This design comes from an exercise in tuning for small area, a short achievable clock period and few clock cycles on the open sky130 flow, not from production work.
Function was checked by simulation only, so behaviour that the tests miss may differ from the original.

## flow/design.v (module list and top-level ports; edited modules follow where they fit)
// module mma_ram: 23 lines
// module mma_ram_oh: 25 lines
// module mma_lane: 2206 lines
// module matrix_multiply_accumulate_top: 429 lines
module matrix_multiply_accumulate_top (
	input  logic               clk,
	input  logic               arst_n,
	input  logic               cfg_wr_en,
	input  logic [MSIZE_W-1:0] cfg_wr_data,
	input  logic               req_valid,
	output logic               req_ready,
	input  logic [REQ_W-1:0]   req_type,
	input  logic [IDX_W-1:0]   req_index,
	input  logic [DATA_W-1:0]  req_a_value,
	input  logic [DATA_W-1:0]  req_b_value,
	output logic               rsp_valid,
	input  logic               rsp_ready,
	output logic [DATA_W-1:0]  rsp_c_value
);
  // ...
==> flow/run.sh <==
#!/bin/bash
# synth_recipe.tcl (not shown) runs the flow's synth.tcl, then flattens the netlist and writes it again
# the make line also repeats each setting of config.mk as NAME=value (left out here)
make -C /OpenROAD-flow-scripts/flow DESIGN_CONFIG=/design/flow/config.mk WORK_HOME=/design/flow/orfs CLKGATE_MAP_FILE= SYNTH_SCRIPT=/design/flow/synth_recipe.tcl finish
==> flow/config.mk <==
export PLATFORM = sky130hd
export DESIGN_NAME = matrix_multiply_accumulate_top
export DESIGN_NICKNAME = matrix_multiply_accumulate_top
export VERILOG_FILES = /design/flow/design.v
export SDC_FILE = /design/flow/constraint.sdc
export NUM_CORES = 4
export LEC_CHECK = 0
export CAP_MARGIN = 20
export CORE_MARGIN = 2
export CORE_UTILIZATION = 55
export CTS_BUF_LIST = sky130_fd_sc_hd__clkbuf_16
export CTS_CLUSTER_DIAMETER = 70
export CTS_CLUSTER_SIZE = 25
export SETUP_SLACK_MARGIN = 4.6
export SLEW_MARGIN = 20
==> flow/constraint.sdc <==
create_clock -name core_clock -period 8.0 [get_ports {clk}]
set_input_delay 1.6000 -clock core_clock [delete_from_list [all_inputs] [get_ports {clk}]]
set_output_delay 1.6000 -clock core_clock [all_outputs]
set_load 0.01 [all_outputs]
==> out/results.ini, run 1 <==
[floorplan]
coreArea_um2 = 749200
dieWidth_um = 870.7
ios = 115

[synthesis]
synth_commonest_cells = edfxtp_1 (6583), a22oi_1 (3073), dfxtp_1 (2524)
synth_area_um2 = 413100
ys_types = 65
synthSimpleGateAreaFrac = 0.03886
synth_xor_area_frac = 0.05321
netlist_instances = 27110
yosysMostFrequentCell = edfxtp_1

[cells_and_area]
multi_input_area_share = 0.3315
final_cells = 37270
fillCellCount = 56360
final_util = 0.6042
buf_share = 0.02958
antennaDiodeCount = 83
reg_top3 = g_aslice.u_ram_a.mem_q (2048), g_bbank.u_ram_b.mem_q (2048), g_cslice.u_ram_c.mem_q (2048)

[timing]
finalClockSkew_ns = 0.07391
fin_worst_hold_slack_ns = 0.3413
relSlewSlack = 0.1411
setup_tns_ns = 0
min_period_over_period = 0.4380
setup_viol = 0
clock.fmax_mhz = 285.4

[setup_path]
worst_r2r_endpoint = g_lane[0].u_lane.m_q26_0
crit_arrival_ns = 1.90
crit_cells = 1
max_stage_delay_ns = 0.50

[min_path]
hold_path.class = flip-flop to flip-flop

[place]
dp.cells = 35850

[clock_network]
cts_tree = done
cts-root-buf = clkbuf_16
h-tree-depth = 6
cts.clk_slew.worst_paths_ns = 0.10
clk-insertion-delay-late_ns = 1.20

[run_status]
outcome = timing/DRC/antenna clean

[detailed_routing]
drt_iter0_drc = 33090
routed.top_layer = met5
routed-via-count = 243500
firstDrtPassIters = 7
drtAntennaViolNets = 0

Testbench counts, summed over its fixed seeds: cycles 16,329.
==> module matrix_multiply_accumulate_top, before the edit <==
module matrix_multiply_accumulate_top (
	input  logic               clk,
	input  logic               arst_n,
	input  logic               cfg_wr_en,
	input  logic [MSIZE_W-1:0] cfg_wr_data,
	input  logic               req_valid,
	output logic               req_ready,
	input  logic [REQ_W-1:0]   req_type,
	input  logic [IDX_W-1:0]   req_index,
	input  logic [DATA_W-1:0]  req_a_value,
	input  logic [DATA_W-1:0]  req_b_value,
	output logic               rsp_valid,
	input  logic               rsp_ready,
	output logic [DATA_W-1:0]  rsp_c_value
);
	localparam int NL = 8;
	function automatic logic [6:0] sq(input logic [3:0] n);
		logic [6:0] r;
		case (n)
			4'd1:    r = 7'd1;
			4'd2:    r = 7'd4;
			4'd3:    r = 7'd9;
			4'd4:    r = 7'd16;
			4'd5:    r = 7'd25;
			4'd6:    r = 7'd36;
			4'd7:    r = 7'd49;
			default: r = 7'd64;
		endcase
		sq = r;
	endfunction
	logic [MSIZE_W-1:0] msize_q;
	logic [3:0]         n_use;
	always_comb begin
		if (msize_q == '0) begin
			n_use = 4'd1;
		end else if (msize_q > 4'd8) begin
			n_use = 4'd8;
		end else begin
			n_use = msize_q;
		end
	end
	mma_pkg::mma_item_t q0, q1, in_item, q0_d;
	logic               q0_v, q1_v;
	logic               q1_free_q;        
	logic               take;
	logic               pop;
	assign in_item   = {req_type, req_index, req_a_value, req_b_value, n_use,
	                    {1'b0, req_index} < sq(n_use)};
	assign req_ready = q1_free_q;
	assign take      = req_valid && q1_free_q;
	logic        issue_q;           
	logic        busy_q;            
	logic [3:0]  nacc_q;
	logic [6:0]  nsq_acc_q;
	logic [5:0]  a_addr_q;
	logic [2:0]  k_q;
	logic [5:0]  base_q;
	logic [6:0]  wb_done_q;
	logic              f0_v, f1_v, f2_v;
	logic [DATA_W-1:0] f0_d, f1_d, f2_d;
	logic              rsp_mv1;
	logic       h_in_range;
	logic       can;
	logic       h_load, h_acc, h_read, h_clear;
	logic [DATA_W-1:0] c_rd;
	logic [63:0]       cval_q;
	logic [DATA_W-1:0] read_val;
	logic              rd_byp;
	logic              rd_port;
	logic              eq_q, ge_q, lt_q;      
	logic              wb_cap;
	logic [DATA_W-1:0] wb1_sum;
	logic              rsp_mv;
	logic [3:0]        wb_cnt_q, wb_cnt_d;
	logic [5:0]        wb_ptr_q, wb_ptr_d;
	logic [5:0]        c_raddr_q [4];
	logic              wb2_v_q;
	logic [5:0]        wb2_addr_q;
	logic              wb1_v_q;
	logic [5:0]        wb1_addr_q;
	logic [DATA_W-1:0] wb2_sum_q;
	assign h_in_range = q0.inr;
	always_comb begin
		unique case (q0.kind)
			REQ_LOAD:  can = !issue_q;
			REQ_ACC:   can = !busy_q;
			REQ_READ:  can = (!f2_v || rsp_mv1) && (rd_byp || rd_port);
			default:   can = !busy_q;
		endcase
	end
	assign pop     = q0_v && can;
	assign h_load  = pop && (q0.kind == REQ_LOAD);
	assign h_acc   = pop && (q0.kind == REQ_ACC);
	assign h_read  = pop && (q0.kind == REQ_READ);
	assign h_clear = pop && (q0.kind == REQ_CLEAR);
	assign rd_byp   = wb2_v_q && eq_q;
	assign rd_port  = !wb_cap && (!busy_q || ge_q || lt_q);
	assign read_val = !h_in_range ? '0 :
	                  rd_byp      ? wb2_sum_q :
	                  cval_q[q0.idx] ? c_rd : '0;
	always_ff @(posedge clk or negedge arst_n) begin
		if (!arst_n) begin
			msize_q <= MSIZE_RESET;
			q0_v      <= 1'b0;
			q1_v      <= 1'b0;
			q1_free_q <= 1'b0;
		end else begin
			if (cfg_wr_en) begin
				msize_q <= cfg_wr_data;
			end
			if (pop) begin
				q0_v      <= q1_v || take;
				q1_v      <= 1'b0;
				q1_free_q <= 1'b1;
			end else if (!q0_v) begin
				q0_v      <= take;
				q1_free_q <= !q1_v;
			end else if (!q1_v) begin
				q1_v      <= take;
				q1_free_q <= !take;
			end else begin
				q1_free_q <= 1'b0;
			end
		end
	end
	always_ff @(posedge clk) begin
		if (!q1_v) begin
			q1 <= in_item;
		end
		q0 <= q0_d;
	end
	always_comb begin
		if (pop) begin
			q0_d = q1_v ? q1 : in_item;
		end else if (!q0_v) begin
			q0_d = in_item;
		end else begin
			q0_d = q0;
		end
	end
	logic [5:0] idx_pop, idx_hold;
	logic [6:0] done_nx;
	logic       is_acc;
	assign idx_pop  = q1_v ? q1.idx : in_item.idx;
	assign idx_hold = q0_v ? q0.idx : in_item.idx;
	assign is_acc   = q0.kind == REQ_ACC;
	assign done_nx  = wb_done_q + {6'd0, wb2_v_q};
	always_ff @(posedge clk) begin
		if (pop) begin
			eq_q <= wb1_addr_q == idx_pop;
			ge_q <= {1'b0, idx_pop} >= (is_acc ? sq(q0.n) : nsq_acc_q);
			lt_q <= !is_acc && ({1'b0, idx_pop} < done_nx);
		end else begin
			eq_q <= wb1_addr_q == idx_hold;
			ge_q <= {1'b0, idx_hold} >= nsq_acc_q;
			lt_q <= {1'b0, idx_hold} < done_nx;
		end
	end
	logic [DATA_W-1:0] a_rd;
	logic [DATA_W-1:0] b_bank [NL];
	logic [7:0]        brow_q [NL];        
	logic [2:0]        brot_q [NL];
	logic [5:0]        a_raddr_q [4];
	logic              ab_we;
	logic              wr_v_q;
	logic [5:0]        wr_idx_q;
	logic [DATA_W-1:0] wr_a_q, wr_b_q;
	assign ab_we = h_load && h_in_range;
	always_ff @(posedge clk or negedge arst_n) begin
		if (!arst_n) begin
			wr_v_q <= 1'b0;
		end else begin
			wr_v_q <= ab_we;
		end
	end
	always_ff @(posedge clk) begin
		wr_idx_q <= q0.idx;
		wr_a_q   <= q0.a;
		wr_b_q   <= q0.b;
	end
	for (genvar s = 0; s < 4; s++) begin : g_aslice
		mma_ram #(.WIDTH(8), .DEPTH(64), .NRD(1)) u_ram_a (
			.clk   (clk),
			.we    (wr_v_q),
			.waddr (wr_idx_q),
			.wdata (wr_a_q[8*s +: 8]),
			.raddr (a_raddr_q[s]),
			.rdata (a_rd[8*s +: 8])
		);
	end
	for (genvar j = 0; j < NL; j++) begin : g_bbank
		mma_ram_oh #(.WIDTH(DATA_W), .DEPTH(8)) u_ram_b (
			.clk   (clk),
			.we    (wr_v_q && (wr_idx_q[2:0] == j[2:0])),
			.waddr (wr_idx_q[5:3]),
			.wdata (wr_b_q),
			.rsel  (brow_q[j]),
			.rdata (b_bank[j])
		);
	end
	logic [5:0] base_nxt;
	logic       k_last;
	assign k_last = ({1'b0, k_q} == nacc_q - 4'd1);
	always_comb begin
		if (h_acc || k_last) begin
			base_nxt = '0;
		end else begin
			base_nxt = base_q + {2'b00, nacc_q};
		end
	end
	always_ff @(posedge clk or negedge arst_n) begin
		if (!arst_n) begin
			issue_q <= 1'b0;
		end else begin
			if (h_acc) begin
				issue_q <= 1'b1;
			end else if (issue_q && ({1'b0, a_addr_q} == nsq_acc_q - 7'd1)) begin
				issue_q <= 1'b0;
			end
		end
	end
	always_ff @(posedge clk) begin
		if (h_acc) begin
			nacc_q    <= q0.n;
			nsq_acc_q <= sq(q0.n);
			a_addr_q  <= '0;
			k_q       <= '0;
			for (int s = 0; s < 4; s++) begin
				a_raddr_q[s] <= '0;
			end
		end else if (issue_q) begin
			a_addr_q <= a_addr_q + 6'd1;
			k_q      <= k_last ? 3'd0 : k_q + 3'd1;
			for (int s = 0; s < 4; s++) begin
				a_raddr_q[s] <= a_raddr_q[s] + 6'd1;
			end
		end
		if (h_acc || issue_q) begin
			base_q <= base_nxt;
			for (int c = 0; c < NL; c++) begin
				brot_q[c] <= base_nxt[2:0];
			end
			for (int j = 0; j < NL; j++) begin
				brow_q[j] <= 8'd1 << (base_nxt[5:3] + ((j[2:0] < base_nxt[2:0]) ? 3'd1 : 3'd0));
			end
		end
	end
	logic [DATA_W-1:0] rot1 [NL];
	logic [DATA_W-1:0] rot2 [NL];
	logic [DATA_W-1:0] rot4 [NL];
	logic [15:0]       one_d, two_d, neg_d;
	logic [15:0]       one1_q [NL/2];      
	logic [15:0]       two1_q [NL/2];      
	logic [15:0]       neg1_q [NL/2];
	logic [DATA_W-1:0] b1_q [NL];
	logic              v1_q, first1_q, last1_q;
	always_comb begin
		for (int c = 0; c < NL; c++) begin
			rot1[c] = brot_q[c][0] ? b_bank[(c + 1) % NL] : b_bank[c];
		end
		for (int c = 0; c < NL; c++) begin
			rot2[c] = brot_q[c][1] ? rot1[(c + 2) % NL] : rot1[c];
		end
		for (int c = 0; c < NL; c++) begin
			rot4[c] = brot_q[c][2] ? rot2[(c + 4) % NL] : rot2[c];
		end
	end
	always_comb begin
		for (int j = 0; j < 16; j++) begin
			logic am1, a0, a1;
			am1 = (j == 0) ? 1'b0 : a_rd[2*j-1];
			a0  = a_rd[2*j];
			a1  = a_rd[2*j+1];
			one_d[j] = a0 ^ am1;
			two_d[j] = (a1 & !a0 & !am1) | (!a1 & a0 & am1);
			neg_d[j] = a1;
		end
	end
	always_ff @(posedge clk) begin
		for (int p = 0; p < NL / 2; p++) begin
			if (issue_q && ((2 * p) < nacc_q)) begin
				one1_q[p] <= one_d;
				two1_q[p] <= two_d;
				neg1_q[p] <= neg_d;
			end
		end
		first1_q <= (k_q == 3'd0);
		last1_q  <= k_last;
		for (int c = 0; c < NL; c++) begin
			b1_q[c] <= rot4[c];
		end
	end
	logic              v2_q, first2_q, last2_q;
	logic [DATA_W-1:0] acc_s [NL];
	logic [DATA_W-1:0] acc_c [NL];
	for (genvar c = 0; c < NL; c++) begin : g_lane
		mma_lane u_lane (
			.clk       (clk),
			.one       (one1_q[c / 2]),
			.two       (two1_q[c / 2]),
			.neg       (neg1_q[c / 2]),
			.b         (b1_q[c]),
			.first     (first2_q),
			.acc_s_nxt (acc_s[c]),
			.acc_c_nxt (acc_c[c])
		);
	end
	always_ff @(posedge clk) begin
		first2_q <= first1_q;
		last2_q  <= last1_q;
	end
	logic [DATA_W-1:0] w_s_q [NL];
	logic [DATA_W-1:0] w_c_q [NL];
	logic [DATA_W-1:0] wb1_s_q, wb1_c_q, wb1_old_q;
	logic              wb_load;
	assign wb1_sum = wb1_old_q + wb1_s_q + wb1_c_q;
	assign wb_load = v2_q && last2_q;
	assign wb_cap  = wb_load || (wb_cnt_q != '0);
	always_comb begin
		if (wb_load) begin
			wb_cnt_d = nacc_q - 4'd1;
		end else if (wb_cnt_q != '0) begin
			wb_cnt_d = wb_cnt_q - 4'd1;
		end else begin
			wb_cnt_d = wb_cnt_q;
		end
		if (h_acc) begin
			wb_ptr_d = '0;
		end else if (wb_cap) begin
			wb_ptr_d = wb_ptr_q + 6'd1;
		end else begin
			wb_ptr_d = wb_ptr_q;
		end
	end
	always_ff @(posedge clk or negedge arst_n) begin
		if (!arst_n) begin
			v1_q     <= 1'b0;
			v2_q     <= 1'b0;
			wb_cnt_q <= '0;
			wb1_v_q  <= 1'b0;
			wb2_v_q  <= 1'b0;
			busy_q   <= 1'b0;
			cval_q   <= '0;
		end else begin
			v1_q    <= issue_q;
			v2_q    <= v1_q;
			wb1_v_q <= wb_cap;
			wb2_v_q <= wb1_v_q;
			wb_cnt_q <= wb_cnt_d;
			if (h_acc) begin
				busy_q <= 1'b1;
			end else if (wb2_v_q && (wb_done_q == nsq_acc_q - 7'd1)) begin
				busy_q <= 1'b0;
			end
			if (h_clear) begin
				cval_q <= '0;
			end else if (wb2_v_q) begin
				cval_q[wb2_addr_q] <= 1'b1;
			end
		end
	end
	always_ff @(posedge clk) begin
		for (int c = 0; c < NL; c++) begin
			w_s_q[c] <= (c + 1 < NL) ? (wb_load ? acc_s[(c + 1) % NL] : w_s_q[(c + 1) % NL]) : '0;
			w_c_q[c] <= (c + 1 < NL) ? (wb_load ? acc_c[(c + 1) % NL] : w_c_q[(c + 1) % NL]) : '0;
		end
		wb_ptr_q  <= wb_ptr_d;
		for (int s = 0; s < 4; s++) begin
			c_raddr_q[s] <= ((v1_q && last1_q) || (wb_cnt_d != '0)) ? wb_ptr_d : q0_d.idx;
		end
		if (h_acc) begin
			wb_done_q <= '0;
		end else begin
			if (wb2_v_q) begin
				wb_done_q <= wb_done_q + 7'd1;
			end
		end
		wb1_addr_q <= wb_ptr_q;
		wb1_s_q    <= wb_load ? acc_s[0] : w_s_q[0];
		wb1_c_q    <= wb_load ? acc_c[0] : w_c_q[0];
		wb1_old_q  <= cval_q[wb_ptr_q] ? c_rd : '0;
		wb2_addr_q <= wb1_addr_q;
		wb2_sum_q  <= wb1_sum;
	end
	for (genvar s = 0; s < 4; s++) begin : g_cslice
		mma_ram #(.WIDTH(8), .DEPTH(64), .NRD(1)) u_ram_c (
			.clk   (clk),
			.we    (wb2_v_q),
			.waddr (wb2_addr_q),
			.wdata (wb2_sum_q[8*s +: 8]),
			.raddr (c_raddr_q[s]),
			.rdata (c_rd[8*s +: 8])
		);
	end
	assign rsp_mv  = !f0_v || rsp_ready;
	assign rsp_mv1 = !f1_v || rsp_mv;
	always_ff @(posedge clk or negedge arst_n) begin
		if (!arst_n) begin
			f0_v <= 1'b0;
			f1_v <= 1'b0;
			f2_v <= 1'b0;
		end else begin
			if (rsp_mv) begin
				f0_v <= f1_v;
			end
			if (rsp_mv1) begin
				f1_v <= f2_v;
			end
			if (h_read) begin
				f2_v <= 1'b1;
			end else if (rsp_mv1) begin
				f2_v <= 1'b0;
			end
		end
	end
	always_ff @(posedge clk) begin
		if (!f2_v || rsp_mv1) begin
			f2_d <= read_val;
		end
		if (rsp_mv1) begin
			f1_d <= f2_d;
		end
		if (rsp_mv) begin
			f0_d <= f1_d;
		end
	end
	assign rsp_valid   = f0_v;
	assign rsp_c_value = f0_d;
endmodule
==> run 2, diff against run 1 <==
--- a/flow/design.v
+++ b/flow/design.v
@@ -2438,3 +2438,3 @@
 	logic [2:0]        brot_q [NL];
-	logic [5:0]        a_raddr_q [4];
+	logic [63:0]       a_rsel_q;           
 	logic              ab_we;
@@ -2456,12 +2456,10 @@
 	end
-	for (genvar s = 0; s < 4; s++) begin : g_aslice
-		mma_ram #(.WIDTH(8), .DEPTH(64), .NRD(1)) u_ram_a (
-			.clk   (clk),
-			.we    (wr_v_q),
-			.waddr (wr_idx_q),
-			.wdata (wr_a_q[8*s +: 8]),
-			.raddr (a_raddr_q[s]),
-			.rdata (a_rd[8*s +: 8])
-		);
-	end
+	mma_ram_oh #(.WIDTH(DATA_W), .DEPTH(64)) u_ram_a (
+		.clk   (clk),
+		.we    (wr_v_q),
+		.waddr (wr_idx_q),
+		.wdata (wr_a_q),
+		.rsel  (a_rsel_q),
+		.rdata (a_rd)
+	);
 	for (genvar j = 0; j < NL; j++) begin : g_bbank
@@ -2503,5 +2501,3 @@
 			k_q       <= '0;
-			for (int s = 0; s < 4; s++) begin
-				a_raddr_q[s] <= '0;
-			end
+			a_rsel_q  <= 64'd1;
 		end else if (issue_q) begin
@@ -2509,5 +2505,3 @@
 			k_q      <= k_last ? 3'd0 : k_q + 3'd1;
-			for (int s = 0; s < 4; s++) begin
-				a_raddr_q[s] <= a_raddr_q[s] + 6'd1;
-			end
+			a_rsel_q <= {a_rsel_q[62:0], 1'b0};
 		end
--- a/flow/config.mk
+++ b/flow/config.mk
@@ -9,3 +9,3 @@
 export CORE_MARGIN = 2
-export CORE_UTILIZATION = 55
+export CORE_UTILIZATION = 65
 export CTS_BUF_LIST = sky130_fd_sc_hd__clkbuf_16
@@ -13,2 +13,3 @@
 export CTS_CLUSTER_SIZE = 25
+export PLACE_DENSITY = 0.72
 export SETUP_SLACK_MARGIN = 4.6
==> out/results.ini, run 2 <==
[detailed_routing]
drc = 0  ; unchanged
routed_wl_mm = 1352  ; was 1358 mm
met1_length_mm = 458.2  ; was 512.8 mm
routed.top_layer = met5  ; unchanged
routedWlPerCell_um = 38.11  ; was 36.43 um
firstDrtPassIters = 14  ; was 7
met3_length_mm = 225.7  ; was 151.1 mm
routed-via-count = 254700  ; was 243500
wl_met2_mm = 562.2  ; was 611.9 mm
vias_per_cell = 7.177  ; was 6.535
drtAntennaViolNets = 0  ; unchanged
drt_iter0_drc = 45930  ; was 33090

[setup_path]
cp_common_cell = buf_4
path_cells = buf_4 -> buf_4 -> a221oi_1 -> nand3_1 -> nor4_2 -> buf_4 -> nand2_2 -> o21ai_4  ; was buf_2
cp_max_fo = 15  ; was 1
critPathCaptureType = flip-flop  ; was output port
required_ns = 8.88  ; was 6.40 ns
cp_num_buf_inv = 3  ; was 1
crit_family = compound AO/OA/AOI/OAI gates  ; was flip-flops
max_stage_delay_ns = 0.59  ; was 0.50 ns
crit_arrival_ns = 4.51  ; was 1.90 ns
cp_slowest_cell = o21ai_4  ; was edfxtp_1
r2r_slack_ns = 4.37  ; was 4.52 ns
worstSetupPathType = flip-flop to flip-flop  ; was flip-flop to output port
setup.worst_path.start_class = flip-flop  ; unchanged

[clock_network]
clock-sinks = 9208  ; was 9192
cts-buffers-inserted = 480  ; was 546
postCtsHoldBufs = 0  ; unchanged
cts-root-buf = clkbuf_16  ; unchanged
cts_max_path_buffers = 4  ; unchanged
cts.clk_slew.worst_paths_ns = 0.10  ; about the same
h-tree-depth = 5  ; was 6
cts_tree = done  ; unchanged
clk-insertion-delay-late_ns = 1.18  ; was 1.20 ns

[floorplan]
row_count = 291  ; was 318
ios = 115  ; unchanged
fp.dieArea_um2 = 635400  ; was 758100 um^2
die_height_um = 797.1  ; was 870.7 um
dieWidth_um = 797.1  ; was 870.7 um
coreArea_um2 = 627300  ; was 749200 um^2
start_util = 0.6518  ; was 0.5514

[place]
dp.cells = 34150  ; was 35850
gp_congestion = 0.9982  ; was 0.9409
place_hpwl_mm = 791.7  ; was 817.1 mm
place_ws_ns = 3.551  ; was 3.071 ns
portBuffers = 114  ; unchanged

[synthesis]
yosysMostFrequentCell = edfxtp_1  ; unchanged
synthTopCellsByArea = edfxtp_1 (48%), dfxtp_1 (12%), fa_1 (9.8%), a22oi_1 (6.7%), mux4_2 (5.3%)  ; was edfxtp_1 (48%), dfxtp_1 (12%), fa_1 (9.7%), mux4_2 (8.8%), a22oi_1 (5.6%)
ys_types = 66  ; was 65
synth.top_cell.area_share = 0.4835  ; was 0.4785
yosys.area.top_type = edfxtp_1  ; unchanged
synth_commonest_cells = edfxtp_1 (6583), a22oi_1 (3626), dfxtp_1 (2540)  ; was edfxtp_1 (6583), a22oi_1 (3073), dfxtp_1 (2524)
ys_ff_latch = 9208  ; was 9192
synth-seq-area-share = 0.6130  ; was 0.6060
synthSimpleGateAreaFrac = 0.03175  ; was 0.03886
ys.flop_type = edfxtp_1  ; unchanged
synth_xor_area_frac = 0.05319  ; was 0.05321
synth_compound_area_frac = 0.08590  ; was 0.06602
synth_mux_area_frac = 0.06955  ; was 0.09103
yosys_warnings = 32  ; was 33
ys_async_sr_fraction = 0.009231  ; was 0.009247
synth_top_family_by_area = adder cells  ; unchanged
synth.net_count = 29370  ; was 29550
synth_area_um2 = 408900  ; was 413100 um^2
syn_avg_cell_area_um2 = 15.18  ; was 15.24 um^2
synth_adder_area_share = 0.1089  ; was 0.1080
synth_edf_count = 6583  ; unchanged
netlist_instances = 26940  ; was 27110

[timing]
relSlewSlack = 0.1417  ; was 0.1411
report.final.slew_viol_count = 0  ; unchanged
rsz0062_at_grt = yes  ; unchanged
finalClockSkew_ns = 0.1252  ; was 0.07391 ns
tightest_slew_ns = 1.287  ; was 1.288 ns
fin_ws_ns = 4.372  ; was 4.496 ns
setup_viol = 0  ; unchanged
timing_hold_violations_final = 0  ; unchanged
min_period_over_period = 0.4535  ; was 0.4380
setup_tns_ns = 0  ; unchanged
layout_min_cycle_time_ns = 3.628  ; was 3.504 ns
clock.fmax_mhz = 275.6  ; was 285.4 MHz
fin_worst_hold_slack_ns = 0.3233  ; was 0.3413 ns

[cells_and_area]
reg_top3 = g_bbank.u_ram_b.mem_q (2048), g_cslice.u_ram_c.mem_q (2048), u_ram_a.mem_q (2048)  ; was g_aslice.u_ram_a.mem_q (2048), g_bbank.u_ram_b.mem_q (2048), g_cslice.u_ram_c.mem_q (2048)
drive_gt1_frac = 0.1496  ; was 0.1561
mostFrequentLayoutCells = edfxtp_1 (6583), a22oi_1 (3548), dfxtp_1 (2296)  ; was edfxtp_1 (6583), a22oi_1 (2987), dfxtp_1 (2293)
final_cells = 35480  ; was 37270
syn_to_final_growth_pct = 8.645  ; was 9.575%
final_nets = 29050  ; was 29280
mostFrequentLayoutCell = edfxtp_1  ; unchanged

[global_routing]
overflow = 0  ; unchanged
antenna_found_initial = 126  ; was 123
grt_pass1_wl_mm = 1848  ; was 1871 mm
track_usage = 0.4119  ; was 0.3483
grt_max_degree = 163  ; was 193
grt_pass1_vias = 248100  ; was 242800

[run]
drv_cap = 0  ; unchanged

[min_path]
hold_path.class = flip-flop to flip-flop  ; unchanged

[run_status]
outcome = timing/DRC/antenna clean  ; unchanged

-- run 2: changes by cell type after synthesis, sizes merged, moves of 223 or more --
| cell | delta |
|---|---|
| a221oi | +254 |
| a22o | +223 |
| a22oi | +553 |
| mux2 | +448 |
| mux4 | -643 |
| nand2 | -1422 |
-- run 2: final timing paths --
check / startpoint / end / depth (start not counted)
setup / recovery: a_rsel_q[9] / two1_q[0][8] / 8
hold / removal: q0[17] / wr_b_q[12] / 0
setup reg to reg: a_rsel_q[9] / two1_q[0][8] / 8
hold reg to reg: q0[17] / wr_b_q[12] / 0
max in group asynchronous: arst_n / issue_q / 2
min in group asynchronous: arst_n / f0_v / 1
-- run 2: layer usage --
metal  track usage  vias to the layer above
met5      0.002269                        -
met3        0.1525                     4979
met1        0.5550                   128000
met4        0.2424                       72
li1              -                    98190
met2        0.5787                    23360
-- run 2: timing repair --
action,CTS,global route
pin swaps,20,69
gates cloned,24,66
setup endpoints to repair,1730,571
setup buffers,89,139
resized for setup,547,350
endpoints found under the hold margin,0,0
-- run 2: through the flow --
step | instance area, um^2 | utilization
after floorplan | 409000 | -
after global routing | 444000 | 0.7077
after CTS | 440000 | 0.7013
after global placement | 420800 | 0.6707
final | 444200 | 0.7081
after detailed placement | 421100 | 0.6712
-- run 2: kinds of logic after synthesis --
group | Yosys count
multiplexers | 1568
buffers and inverters | 4068
AO/OA/AOI/OAI | 4780
AND/OR/NAND/NOR | 2480
XOR/XNOR | 2483
flip-flops | 9208
adder cells (fa/ha/maj) | 2352
-- run 2: cell type report --
type	count	area, um^2
multi-input combinational	13660	145800
antenna	135	337.8
clock inverter	372	3174
tap	8350	10450
clock buffer	494	12360
inverter	2011	7561
fill	40330	183100
timing repair buffer	1248	13450
sequential	9208	251100
Testbench counts of run 2, summed over its fixed seeds: cycles 16,329.
==> run 3, diff against run 2 <==
--- a/flow/config.mk
+++ b/flow/config.mk
@@ -9,3 +9,3 @@
 export CORE_MARGIN = 2
-export CORE_UTILIZATION = 65
+export CORE_UTILIZATION = 55
 export CTS_BUF_LIST = sky130_fd_sc_hd__clkbuf_16
@@ -13,3 +13,2 @@
 export CTS_CLUSTER_SIZE = 25
-export PLACE_DENSITY = 0.72
 export SETUP_SLACK_MARGIN = 4.6
==> out/results.ini, run 3 <==
[place]
place_hpwl_mm = 829.4  ; was 791.7 mm
gp_congestion = 0.9326  ; was 0.9982
dpl-instance-area_um2 = 423000  ; was 421100 um^2
portBuffers = 114  ; unchanged

[cells_and_area]
mostFrequentLayoutCell = edfxtp_1  ; unchanged
design_area_um2 = 448000  ; was 444200 um^2
syn_to_final_growth_pct = 9.573  ; was 8.645%
final_nets = 29060  ; was 29050
drive_gt1_frac = 0.1543  ; was 0.1496
reg_top3 = g_bbank.u_ram_b.mem_q (2048), g_cslice.u_ram_c.mem_q (2048), u_ram_a.mem_q (2048)  ; unchanged
mostFrequentLayoutCells = edfxtp_1 (6583), a22oi_1 (3553), dfxtp_1 (2265)  ; was edfxtp_1 (6583), a22oi_1 (3548), dfxtp_1 (2296)

[detailed_routing]
drt_iter0_drc = 39530  ; was 45930
routedWlPerCell_um = 37.90  ; was 38.11 um
routed_wl_mm = 1402  ; was 1352 mm
firstDrtPassIters = 9  ; was 14
routed-via-count = 249100  ; was 254700
drtAntennaViolNets = 0  ; unchanged
vias_per_cell = 6.736  ; was 7.177
drc = 0  ; unchanged

[setup_path]
cp_max_fo = 3  ; was 15
crit_cells = 1  ; was 8
cp_num_buf_inv = 1  ; was 3
setup.worst_path.start_class = flip-flop  ; unchanged
crit_family = flip-flops  ; was compound AO/OA/AOI/OAI gates
path_cells = buf_6  ; was buf_4 -> buf_4 -> a221oi_1 -> nand3_1 -> nor4_2 -> buf_4 -> nand2_2 -> o21ai_4
required_ns = 6.40  ; was 8.88 ns
max_stage_delay_ns = 0.60  ; was 0.59 ns
critPathCaptureType = output port  ; was flip-flop
crit_arrival_ns = 1.95  ; was 4.51 ns
worstSetupPathType = flip-flop to output port  ; was flip-flop to flip-flop
reg2reg_depth = 8  ; unchanged
cp_slowest_cell = dfrtp_4  ; was o21ai_4

[clock_network]
h-tree-depth = 6  ; was 5
clk-insertion-delay-late_ns = 1.21  ; was 1.18 ns
cts-root-buf = clkbuf_16  ; unchanged
cts_tree = done  ; unchanged
postCtsHoldBufs = 0  ; unchanged
clock-sinks = 9208  ; unchanged
cts.clk_slew.worst_paths_ns = 0.10  ; about the same
cts_max_path_buffers = 4  ; unchanged
cts-buffers-inserted = 543  ; was 480

[timing]
relSlewSlack = 0.1585  ; was 0.1417
setup_viol = 0  ; unchanged
tightest_slew_ns = 1.262  ; was 1.287 ns
min_period_over_period = 0.4432  ; was 0.4535
timing_hold_violations_final = 0  ; unchanged
layout_min_cycle_time_ns = 3.546  ; was 3.628 ns
finalClockSkew_ns = 0.07544  ; was 0.1252 ns
setup_tns_ns = 0  ; unchanged
clock.fmax_mhz = 282.0  ; was 275.6 MHz
rsz0062_at_grt = yes  ; unchanged
report.final.slew_viol_count = 0  ; unchanged

[floorplan]
dieWidth_um = 866.2  ; was 797.1 um
fp.dieArea_um2 = 750300  ; was 635400 um^2
start_util = 0.5521  ; was 0.6518
coreArea_um2 = 740500  ; was 627300 um^2
die_height_um = 866.2  ; was 797.1 um
ios = 115  ; unchanged
row_count = 316  ; was 291

[run_status]
outcome = timing/DRC/antenna clean  ; unchanged

[global_routing]
grt_pass1_wl_mm = 1918  ; was 1848 mm
antenna_found_initial = 105  ; was 126
grt_pass1_vias = 245400  ; was 248100
track_usage = 0.3635  ; was 0.4119
overflow = 0  ; unchanged
grt_max_degree = 196  ; was 163

[synthesis]
synth_edf_count = 6583  ; unchanged
synth.top_cell.area_share = 0.4835  ; unchanged
synth_area_um2 = 408900  ; unchanged
yosysMostFrequentCell = edfxtp_1  ; unchanged
synth-seq-area-share = 0.6130  ; unchanged
yosys.area.top_type = edfxtp_1  ; unchanged
yosys_warnings = 32  ; unchanged
synth.net_count = 29370  ; unchanged
ys_async_sr_fraction = 0.009231  ; unchanged
synthTopCellsByArea = edfxtp_1 (48%), dfxtp_1 (12%), fa_1 (9.8%), a22oi_1 (6.7%), mux4_2 (5.3%)  ; unchanged
ys_ff_latch = 9208  ; unchanged
synth_commonest_cells = edfxtp_1 (6583), a22oi_1 (3626), dfxtp_1 (2540)  ; unchanged
ys.flop_type = edfxtp_1  ; unchanged
ys_types = 66  ; unchanged
syn_avg_cell_area_um2 = 15.18  ; unchanged
netlist_instances = 26940  ; unchanged

[min_path]
hold_path.class = input pin to asynchronous set/reset pin  ; was flip-flop to flip-flop

[run]
drv_cap = 0  ; unchanged

-- run 3: cells by family (layout without fill, tap and decap cells) --
logic type                 after synthesis  after routing  share of synthesized area
DFF                                   9208           9208                     0.6130
AOI/OAI and AO/OA                     4780           4780                    0.08590
buffers and inverters                 4068           4161                    0.03772
xor gates and xnor gates              2483           2483                    0.05319
and+or+nand+nor                       2480           2482                    0.03175
adders and majority gates             2352           2352                     0.1089
muxes                                 1568           1568                    0.06955
other                                    0             89                          0
-- run 3: worst paths after layout --
path	end	from	slack [ns]
max in group asynchronous	q1_free_q	arst_n	6.51
min	f0_v	arst_n	0.29
max	req_ready	q1_free_q	4.45
max reg2reg	two1_q[3][8]	a_rsel_q[26]	4.46
min reg2reg	wr_b_q[17]	q0[22]	0.33
min in group core_clock	wr_b_q[17]	q0[22]	0.33
-- run 3: layout make-up --
| type | count | area, um^2 |
|---|---|---|
| Antenna cell | 89 | 222.7 |
| Sequential cell | 9208 | 251200 |
| Multi-Input combinational cell | 13670 | 145900 |
| Inverter | 2011 | 7569 |
| Clock buffer | 557 | 13940 |
| Tap cell | 9858 | 12330 |
| Timing Repair Buffer | 1196 | 12650 |
| Clock inverter | 397 | 4229 |
| Fill cell | 56290 | 292500 |
-- run 3: through the flow --
stage	setup slack [ns]	utilization	cells	hold slack, ns
3_3_place_gp	2.635	0.5710	35660	0.3240
4_1_cts	4.435	0.6005	36740	0.2335
5_1_grt	4.449	0.6048	36920	0.2835
6_report	4.454	0.6050	36980	0.2887
3_5_place_dp	2.667	0.5713	35670	0.3268
2_1_floorplan	4.107	-	26940	0.3096
-- run 3: worst reg2reg max path, cell delays in order (launching register included) --
cell	delay, ns
dfxtp_2	0.32
buf_4	0.29
buf_4	0.39
a221oi_2	0.60
nand4_1	0.28
nor3_2	0.54
nand2_4	0.31
nand3_1	0.29
o21ai_2	0.21
-- run 3: metal layers --
metal	vias to the layer above	wire length (um)	track usage
met2	18100	601000	0.5286
met1	129400	523300	0.5041
met5	-	524	0.002794
met3	3321	190200	0.1071
met4	46	86530	0.1792
li1	98200	-	-
-- run 3: what timing repair did --
action	4_1_cts	5_1_grt
buffers inserted	88	111
gates cloned	27	40
resized for setup	579	359
pin swaps	29	66
endpoints found under the hold margin	0	0
endpoints found under the setup margin	2161	729

what the ideal ports hide:
The results above use ideal ports. As a check the final layouts listed here were re-extracted and re-timed, cells and wires unchanged. Step 1, drivers: a clkbuf_16 drives clk and a buf_2 each remaining input, both assumed. Step 2 also shifts input and output timing later by t, the mid clock arrival at the registers, as if the neighbouring blocks saw the same clock. Slacks: no drivers / after step 1 / after step 2; pairs: no drivers / after step 1.
run	shift t [ns]	setup slack, ns	worst setup path at the end	clock arrival spread, ns	slew at the worst register clock pin (ns)
run 1	1.312	4.496 / 4.347 / 3.777	input to register	0.082 / 0.081	0.10 / 0.10
run 2	1.274	4.372 / 4.372 / 3.575	input to register	0.132 / 0.133	0.11 / 0.11
run 3	1.317	4.454 / 4.294 / 3.604	input to register	0.109 / 0.109	0.11 / 0.11
After both steps setup and hold are still met in every run listed. For run 3, which loses most, drivers alone change the setup slack by -0.160 ns; drivers and shift together by -0.850 ns.
